From an optimization exercise on the open Yosys and OpenROAD flow, aimed at small area, a short achievable clock period and few clock cycles; shortcuts taken in it are not production practice. Where RTL was checked, it was by simulation tests only, not by an equivalence proof against the original. Power figures rest on the tool's default switching activity, not on a simulated workload.

Setup of the baseline:
==> flow/design.v <==
package bfrv_pkg;
  localparam int unsigned MODE_W   = 2;
  localparam int unsigned VALUE_W  = 32;
  localparam int unsigned STATUS_W = 2;
  localparam int unsigned OCC_W    = 5;
  localparam int unsigned LIMIT_W  = 5;
  localparam int unsigned DEPTH_DEF      = 16;
  localparam int unsigned DATA_WIDTH_DEF = 32;
  localparam logic [LIMIT_W-1:0] LIMIT_RESET = 5'd16;
  localparam logic [MODE_W-1:0] MODE_PUSH   = 2'd0;
  localparam logic [MODE_W-1:0] MODE_POP    = 2'd1;
  localparam logic [MODE_W-1:0] MODE_REMOVE = 2'd2;
  localparam logic [STATUS_W-1:0] ST_DONE      = 2'd0;
  localparam logic [STATUS_W-1:0] ST_FULL      = 2'd1;
  localparam logic [STATUS_W-1:0] ST_EMPTY     = 2'd2;
  localparam logic [STATUS_W-1:0] ST_NOT_FOUND = 2'd3;
  typedef struct packed {
    logic [MODE_W-1:0]  mode;
    logic [VALUE_W-1:0] value;
  } req_t;
  typedef struct packed {
    logic [STATUS_W-1:0] status;
    logic [VALUE_W-1:0]  popped_value;
    logic [OCC_W-1:0]    occupancy;
  } rsp_t;
  typedef struct packed {
    logic load;     
    logic shift;    
    logic cmp_en;   
  } cell_ctrl_t;
endpackage
import bfrv_pkg::*;
module bfrv_cell #(
  parameter int unsigned DATA_WIDTH = DATA_WIDTH_DEF
) (
  input  logic                  clk_i,
  input  logic                  shift_i,     
  input  logic [DATA_WIDTH-1:0] prev_i,      
  input  logic [DATA_WIDTH-1:0] cmp_data_i,  
  output logic [DATA_WIDTH-1:0] data_o,
  output logic                  eq_o
);
  logic [DATA_WIDTH-1:0] data_q;
  always_ff @(posedge clk_i) begin
    if (shift_i) begin
      data_q <= prev_i;
    end
  end
  assign data_o = data_q;
  assign eq_o   = (data_q == cmp_data_i);
endmodule
import bfrv_pkg::*;
module bfrv_seek #(
  parameter int unsigned DEPTH = DEPTH_DEF
) (
  input  logic [DEPTH-1:0] req_i,
  output logic [DEPTH-1:0] onehot_o,
  output logic             found_o
);
  logic [DEPTH-1:0] above;
  always_comb begin
    above[DEPTH-1] = 1'b0;
    for (int i = DEPTH - 2; i >= 0; i--) begin
      above[i] = above[i+1] | req_i[i+1];
    end
  end
  assign onehot_o = req_i & ~above;
  assign found_o  = |req_i;
endmodule
import bfrv_pkg::*;
module bounded_fifo_with_remove_by_value #(
  parameter int unsigned DEPTH      = DEPTH_DEF,
  parameter int unsigned DATA_WIDTH = DATA_WIDTH_DEF
) (
  input  logic               clk_i,
  input  logic               rst_ni,
  input  logic               cfg_we_i,
  input  logic [LIMIT_W-1:0] cfg_wdata_i,
  input  logic               in_valid_i,
  output logic               in_stall_o,
  input  logic [MODE_W+VALUE_W-1:0]          in_word_i,
  output logic               out_valid_o,
  input  logic               out_stall_i,
  output logic [STATUS_W+VALUE_W+OCC_W-1:0] out_word_o
);
  localparam int unsigned CNT_W = $clog2(DEPTH + 1);
  localparam int unsigned CMP_W = (CNT_W > LIMIT_W) ? CNT_W : LIMIT_W;
  localparam int unsigned RSP_W = STATUS_W + VALUE_W + OCC_W;
  logic                       v0_q;
  logic [MODE_W+VALUE_W-1:0]  w0_q;
  logic [MODE_W-1:0]          mode0;
  logic [DATA_WIDTH-1:0]      val0;
  logic                  v1_q;
  logic [MODE_W-1:0]     mode1_q;
  logic [DATA_WIDTH-1:0] val1_q;
  logic [DEPTH-1:0]      m1_q;
  logic                  r1_free;
  logic [DEPTH-1:0]      vld_q, vld_d;
  logic [CNT_W-1:0]      cnt_q, cnt_d;
  logic [LIMIT_W-1:0]    limit_q;
  logic [DATA_WIDTH-1:0] cell_data [DEPTH];
  logic [DEPTH-1:0]      cell_eq;
  logic [DEPTH-1:0]      below_full;    
  logic [DEPTH-1:0]      shift_en;
  logic [DEPTH-1:0]      m_next;
  logic                  eq01;
  logic                  fire;
  logic                  is_push, is_pop, is_remove;
  logic                  room, push_ok;
  logic [DEPTH-1:0]      old_oh, hit_oh, hit_vec, clr;
  logic                  any_vld, found;
  logic [STATUS_W-1:0]   res_status;
  logic [VALUE_W-1:0]    res_value;
  logic [RSP_W-1:0]      res;
  logic                  ov_q, sv_q;
  logic [RSP_W-1:0]      ow_q, sw_q;
  logic                  deliver;
  assign in_stall_o = v0_q & v1_q & sv_q;
  assign mode0      = w0_q[MODE_W+VALUE_W-1:VALUE_W];
  assign val0       = DATA_WIDTH'(w0_q[VALUE_W-1:0]);
  always_ff @(posedge clk_i or negedge rst_ni) begin
    if (!rst_ni) begin
      v0_q <= 1'b0;
    end else if (!in_stall_o) begin
      v0_q <= in_valid_i;
    end
  end
  always_ff @(posedge clk_i) begin
    if (!in_stall_o) begin
      w0_q <= in_word_i;
    end
  end
  assign r1_free = ~(v1_q & sv_q);
  assign eq01    = (val0 == val1_q);
  for (genvar i = 0; i < DEPTH; i++) begin : g_fwd
    if (i == 0) begin : g_first
      assign m_next[i] = shift_en[i] ? eq01 : cell_eq[i];
    end else begin : g_rest
      assign m_next[i] = shift_en[i] ? cell_eq[i-1] : cell_eq[i];
    end
  end
  always_ff @(posedge clk_i or negedge rst_ni) begin
    if (!rst_ni) begin
      v1_q <= 1'b0;
    end else if (r1_free) begin
      v1_q <= v0_q;
    end
  end
  always_ff @(posedge clk_i) begin
    if (r1_free) begin
      mode1_q <= mode0;
      val1_q  <= val0;
      m1_q    <= m_next;
    end
  end
  assign fire      = v1_q & ~sv_q;
  assign is_push   = (mode1_q == MODE_PUSH);
  assign is_pop    = (mode1_q == MODE_POP);
  assign is_remove = (mode1_q == MODE_REMOVE);
  assign room      = (cnt_q < CNT_W'(DEPTH)) & (CMP_W'(cnt_q) < CMP_W'(limit_q));
  assign push_ok   = fire & is_push & room;
  always_comb begin
    below_full[0] = 1'b1;
    for (int i = 1; i < DEPTH; i++) begin
      below_full[i] = below_full[i-1] & vld_q[i-1];
    end
  end
  assign shift_en = {DEPTH{push_ok}} & below_full;
  for (genvar i = 0; i < DEPTH; i++) begin : g_cell
    logic [DATA_WIDTH-1:0] prev;
    if (i == 0) begin : g_first
      assign prev = val1_q;
    end else begin : g_rest
      assign prev = cell_data[i-1];
    end
    bfrv_cell #(
      .DATA_WIDTH (DATA_WIDTH)
    ) u_cell (
      .clk_i      (clk_i),
      .shift_i    (shift_en[i]),
      .prev_i     (prev),
      .cmp_data_i (val0),
      .data_o     (cell_data[i]),
      .eq_o       (cell_eq[i])
    );
  end
  bfrv_seek #(.DEPTH(DEPTH)) u_oldest (
    .req_i    (vld_q),
    .onehot_o (old_oh),
    .found_o  (any_vld)
  );
  assign hit_vec = m1_q & vld_q;
  bfrv_seek #(.DEPTH(DEPTH)) u_hit (
    .req_i    (hit_vec),
    .onehot_o (hit_oh),
    .found_o  (found)
  );
  always_comb begin
    clr = '0;
    if (fire & is_pop) clr = old_oh;
    if (fire & is_remove) clr = hit_oh;
  end
  always_comb begin
    for (int i = 0; i < DEPTH; i++) begin
      if (shift_en[i]) begin
        vld_d[i] = (i == 0) ? 1'b1 : vld_q[(i == 0) ? 0 : i-1];
      end else begin
        vld_d[i] = vld_q[i] & ~clr[i];
      end
    end
  end
  always_comb begin
    res_value = '0;
    for (int i = 0; i < DEPTH; i++) begin
      res_value = res_value | ({VALUE_W{old_oh[i]}} & VALUE_W'(cell_data[i]));
    end
    if (!is_pop) res_value = '0;
  end
  always_comb begin
    cnt_d      = cnt_q;
    res_status = ST_DONE;
    if (is_push) begin
      if (room) cnt_d = cnt_q + CNT_W'(1);
      else      res_status = ST_FULL;
    end else if (is_pop) begin
      if (any_vld) cnt_d = cnt_q - CNT_W'(1);
      else         res_status = ST_EMPTY;
    end else if (is_remove) begin
      if (found) cnt_d = cnt_q - CNT_W'(1);
      else       res_status = ST_NOT_FOUND;
    end
  end
  assign res = {res_status, res_value, OCC_W'(cnt_d)};
  always_ff @(posedge clk_i or negedge rst_ni) begin
    if (!rst_ni) begin
      vld_q   <= '0;
      cnt_q   <= '0;
    end else if (fire) begin
      vld_q   <= vld_d;
      cnt_q   <= cnt_d;
    end
  end
  always_ff @(posedge clk_i or negedge rst_ni) begin
    if (!rst_ni) begin
      limit_q <= LIMIT_RESET;
    end else if (cfg_we_i) begin
      limit_q <= cfg_wdata_i;
    end
  end
  assign out_valid_o = ov_q;
  assign out_word_o  = ow_q;
  assign deliver     = ov_q & ~out_stall_i;
  always_ff @(posedge clk_i or negedge rst_ni) begin
    if (!rst_ni) begin
      ov_q <= 1'b0;
      sv_q <= 1'b0;
    end else begin
      if (sv_q) begin
        if (deliver) sv_q <= 1'b0;
      end else if (fire && ov_q && !deliver) begin
        sv_q <= 1'b1;
      end
      if (!ov_q || deliver) begin
        ov_q <= sv_q | fire;
      end
    end
  end
  always_ff @(posedge clk_i) begin
    if (!ov_q || deliver) begin
      ow_q <= sv_q ? sw_q : res;
    end
    if (!sv_q && fire && ov_q && !deliver) begin
      sw_q <= res;
    end
  end
endmodule
make LEC_CHECK=0 ABC_CLOCK_PERIOD_IN_PS=1700 CAP_MARGIN=20 CORE_MARGIN=2 CORE_UTILIZATION=40 SETUP_SLACK_MARGIN=3.3 SLEW_MARGIN=20 finish   # period 5.0 ns
run.sh (not shown) runs the stock make flow with config.mk's settings and CLKGATE_MAP_FILE= SYNTH_SCRIPT=/design/flow/synth_recipe.tcl, a recipe that flattens the netlist after the stock synthesis.
#### Input delta (the candidate over the baseline)
- SETUP_SLACK_MARGIN: 3.3 -> unset
- ABC_CLOCK_PERIOD_IN_PS: 1700 -> unset
- Final design area excluding fillers shrinks by more than 10% when moving from the baseline to the candidate.
- Summary: with the baseline as the reference, switching component of the power in the candidate moved down by more than 10%.
- Non-clock buffer count: the candidate lower than the baseline
- The candidate: sequential power is about 1% higher than what the baseline reported.
- Endpoint of the worst setup timing path: g_cell[9].u_cell.data_q[7] -> the baseline, ow_q[6] -> the candidate
Function was not checked in any run of this note: the RTL went through the layout flow alone.

========
bounded_fifo_with_remove_by_value, a different RTL version from the one above (not shown whole).
Size: ~690 flip-flops, ~85 I/O pins, roughly 33000 sq um of cells after synthesis.
==> flow/config.mk <==
export PLATFORM = sky130hd
export DESIGN_NAME = bounded_fifo_with_remove_by_value
export DESIGN_NICKNAME = bounded_fifo_with_remove_by_value
export VERILOG_FILES = /design/flow/design.v
export SDC_FILE = /design/flow/constraint.sdc
export NUM_CORES = 4
export LEC_CHECK = 0
export CAP_MARGIN = 20
export CORE_MARGIN = 2
export CORE_UTILIZATION = 40
export CTS_CLUSTER_DIAMETER = 70
export CTS_CLUSTER_SIZE = 26
export PLACE_DENSITY = 0.8
export SETUP_SLACK_MARGIN = 3.0
export SLEW_MARGIN = 20
export TNS_END_PERCENT = 0
==> flow/constraint.sdc <==
create_clock -name core_clock -period 5.0 [get_ports {clk_i}]
set_input_delay 1.0000 -clock core_clock [delete_from_list [all_inputs] [get_ports {clk_i}]]
set_output_delay 1.0000 -clock core_clock [all_outputs]
set_load 0.01 [all_outputs]
standard.sh (not shown) runs the stock make flow with config.mk's settings and CLKGATE_MAP_FILE= SYNTH_SCRIPT=/design/flow/synth_recipe.tcl, a recipe that flattens the netlist after the stock synthesis.
==> flow/flow/run.sh <==
#!/bin/bash
set -euo pipefail
export BUFFER_PORTS_ARGS="-buffer_cell sky130_fd_sc_hd__buf_2"
bash standard.sh > standard_flow.log 2>&1
Testbench counts at the start, summed over its fixed seeds: cycles 12,016.
Rerun with:
CTS_CLUSTER_DIAMETER = 100   (was 70)
CTS_CLUSTER_SIZE = 18   (was 26)
SETUP_SLACK_MARGIN = 2.8   (was 3.0)
The changed run completed with no timing, DRC or antenna violations.
Global-route usage drops by 0.23 points.
Fmax came out lower by 6.6%.
Clock power shrinks by about 7%.
Setup slack degrades by 0.17 ns.
Utilization decreases by 0.61 points.
Sequential share of layout area increases by 0.76 points.
Cell area goes down by about 1.3%.
Clock-buffer cell count climbs by 9.
Rerun with:
CTS_CLUSTER_DIAMETER = 80   (was 100)
CTS_CLUSTER_SIZE = 22   (was 18)
Effect:
- The new run passed the timing, DRC and antenna checks
- wire length grows by 0.94%
- core utilization grows by 0.67 points
- synthesized area is unchanged
- global-route usage grows by 0.35 points
- first-iteration DRC count is about the same
- die area does not change
- non-clock buffer count grows by 18
Rerun with:
PLACE_DENSITY = 0.85   (was 0.8)
SETUP_SLACK_MARGIN = 3.0   (was 2.8)
Outcome: Die area does not change; clock-buffer cell count came out higher by 3; final area goes down slightly; hold slack gets worse by 0.013 ns; total power rose slightly; worst setup slack is worse by 0.17 ns; core utilization came out lower by 0.15 points; global-route usage decreases by 0.59 points; final cell count goes down slightly.

========
## build 11
Another version of the RTL of bounded_fifo_with_remove_by_value (not shown whole).
Size in the first run: roughly 670 flip-flops, roughly 85 I/O pins.
clock: 5.0 ns
lec_check: 0
cap_margin: 20
core_margin: 2
core_utilization: 40
setup_slack_margin: 2.5
slew_margin: 20
run.sh (not shown) runs the stock make flow with config.mk's settings and CLKGATE_MAP_FILE= SYNTH_SCRIPT=/design/flow/synth_recipe.tcl, a recipe that flattens the netlist after the stock synthesis.
Stock flow here: none of the scripts above is used.
Testbench counts of build 11, summed over its fixed seeds: cycles 12,016.
Input-level comparison between build 83 and build 11:
Settings: TNS_END_PERCENT now 0, previously not set; SETUP_SLACK_MARGIN now 2.6, was 2.5.
### Flow results
- Both conditions hold for build 83: the flow ran to the end and the final layout passed the timing, DRC and antenna checks.
- Build 11 reached the final stage; the timing, DRC and antenna checks on its layout passed.
- Capturing instance or port of the critical path = m1_q[3]: build 83; capturing instance or port of the critical path = vld_q[4]: build 11
- Changes observed in build 83 relative to build 11: time the final worst path needs with I/O delays and setup went up by 0.038 ns; sequential fraction of total cell area +2.5 points.
- Diff build 11 -> build 83: worst setup timing slack at the placement stage lower; post-route total power decreased about 3.3%.
- Build 83 has clock share of power above what build 11 had.
- Summary: routed wire length, build 83 better than build 11
- First-iteration DRC count: build 83 better than build 11
- Against build 11 as the reference, build 83 delivers a higher part of the cycle the worst path needs.
- Re detailed placer's ending HPWL: build 83 and build 11 aren't equal, and the higher value belongs to build 11.
- Summed area of non-filler cells in the final layout ended up 0.0020 mm^2 lower on build 83 than on build 11.
The following lists how build 26 was set up differently from build 83:
Settings: swapping 2.6 for 2.9 in SETUP_SLACK_MARGIN; clearing TNS_END_PERCENT, which used to be 0.
==> notes.md <==
Clock distribution power for build 26 is higher than for build 83.
Worst setup path startpoint: vld_q[8] -> build 26, in_word_i[11] -> build 83
Compared with build 83, build 26 shows a higher non-clock buffer count.
Against build 83, build 26 reports a part of the cycle the worst path needs that is lower.
NOTE total setup buffers inserted after CTS build 83->build 26 increased by more than 100%
Summary of build 26 over build 83: count of clock-buffer cells in the layout picked up an extra about 2.2%; fraction of power consumed by combinational cells picked up an extra 3.7 points.
Build 26 | status: complete | timing, DRC, antenna: pass
The following lists how build 34 was set up differently from build 26:
Settings: an added TNS_END_PERCENT of 0; a change of SETUP_SLACK_MARGIN from 2.9 to 2.8.
==> flow/flow/run.sh (new file) <==
#!/bin/bash
set -euo pipefail
export BUFFER_PORTS_ARGS="-buffer_cell sky130_fd_sc_hd__buf_2"
bash standard.sh > standard_flow.log 2>&1
==> flow/standard.sh (new file) <==
#!/bin/bash
# synth_recipe.tcl (not shown) runs the flow's synth.tcl, then flattens the netlist and writes it again
# the make line also repeats each setting of config.mk as NAME=value (left out here)
make -C /OpenROAD-flow-scripts/flow DESIGN_CONFIG=/design/flow/config.mk WORK_HOME=/design/flow/orfs CLKGATE_MAP_FILE= SYNTH_SCRIPT=/design/flow/synth_recipe.tcl "${@:-finish}"
removed: flow/run.sh
Findings:
On wire length of the first global-routing pass: between build 34 and build 26, it ends up higher for build 26. Between build 34 and build 26, sequential power is lower for build 26, build 34 comes in above that. Delta (build 34 minus build 26): overall power lower, detailed placement HPWL picked up an extra 2.2%.
--- input diff build 34..build 97 ---
Settings: CTS_CLUSTER_DIAMETER: unset -> 80; PLACE_DENSITY: unset -> 0.8; SETUP_SLACK_MARGIN: 2.8 -> 3.0; CTS_CLUSTER_SIZE: unset -> 22.
Notes after the runs:
Relative to build 34, relative contribution of combinational cells to total power has gone up in build 97.
Cell count after placement delta for build 97 relative to build 34: about 0.45% lower
Going from build 34 to build 97, number of buffers inserted by post-CTS setup repair now smaller, global-route wire length before repair shrank by 14000 um, wire length on met2 decreased by about 14% relative to the old numbers.
From build 34 to build 97 the numbers moved as follows: via count decreased by 288 relative to the old numbers; power density of the placed cells decreased 14%; shortest period the worst path allows climbed 0.16 ns.
Build 97 against build 34: routed wire length decreased 12000 um, die area essentially unchanged.
Looking at standard cell with the maximum stage delay on the critical path, the sky130_fd_sc_hd__buf_2 result is from build 97; the sky130_fd_sc_hd__or4_4 one comes from build 34.

## afterwards: timing with drivers on the ports
How much do the figures lean on ideal ports? The routed layouts below were timed once more, with nothing changed but the port constraints.
Step 1 assumes that a clkbuf_16 drives the clock port and a buf_2 every other input.
Step 2 adds t to the input delays and takes it off the output delays; t is the mean of the earliest and latest rising clock arrival at the registers after step 1. Input paths then give back, and output paths get back, about the clock's delay inside the block.
a / b / c = ideal / step 1 / step 2; a / b = the first two.
run	t, ns	setup slack, ns	worst slew at a driven data input, ns
the baseline	0.726	1.924 / 1.924 / 1.924	0.06
the candidate	0.695	1.073 / 1.073 / 1.073	0.06
the first run of note 2	0.689	2.525 / 2.525 / 1.926	0.06
the second run of note 2	0.679	2.351 / 2.393 / 1.713	0.06
the third run of note 2	0.679	2.580 / 2.580 / 1.949	0.07
the fourth run of note 2	0.689	2.411 / 2.440 / 1.774	0.06
build 11	0.707	2.215 / 2.215 / 1.769	0.08
build 83	0.696	2.177 / 2.218 / 1.522	0.06
build 26	0.710	2.188 / 2.188 / 1.869	0.08
build 34	0.701	2.264 / 2.244 / 1.543	0.18
build 97	0.665	2.109 / 2.114 / 1.450	0.15
After both steps every run listed still meets setup and hold. For build 34, which loses most, drivers alone change the setup slack by -0.020 ns; drivers and shift together by -0.721 ns.
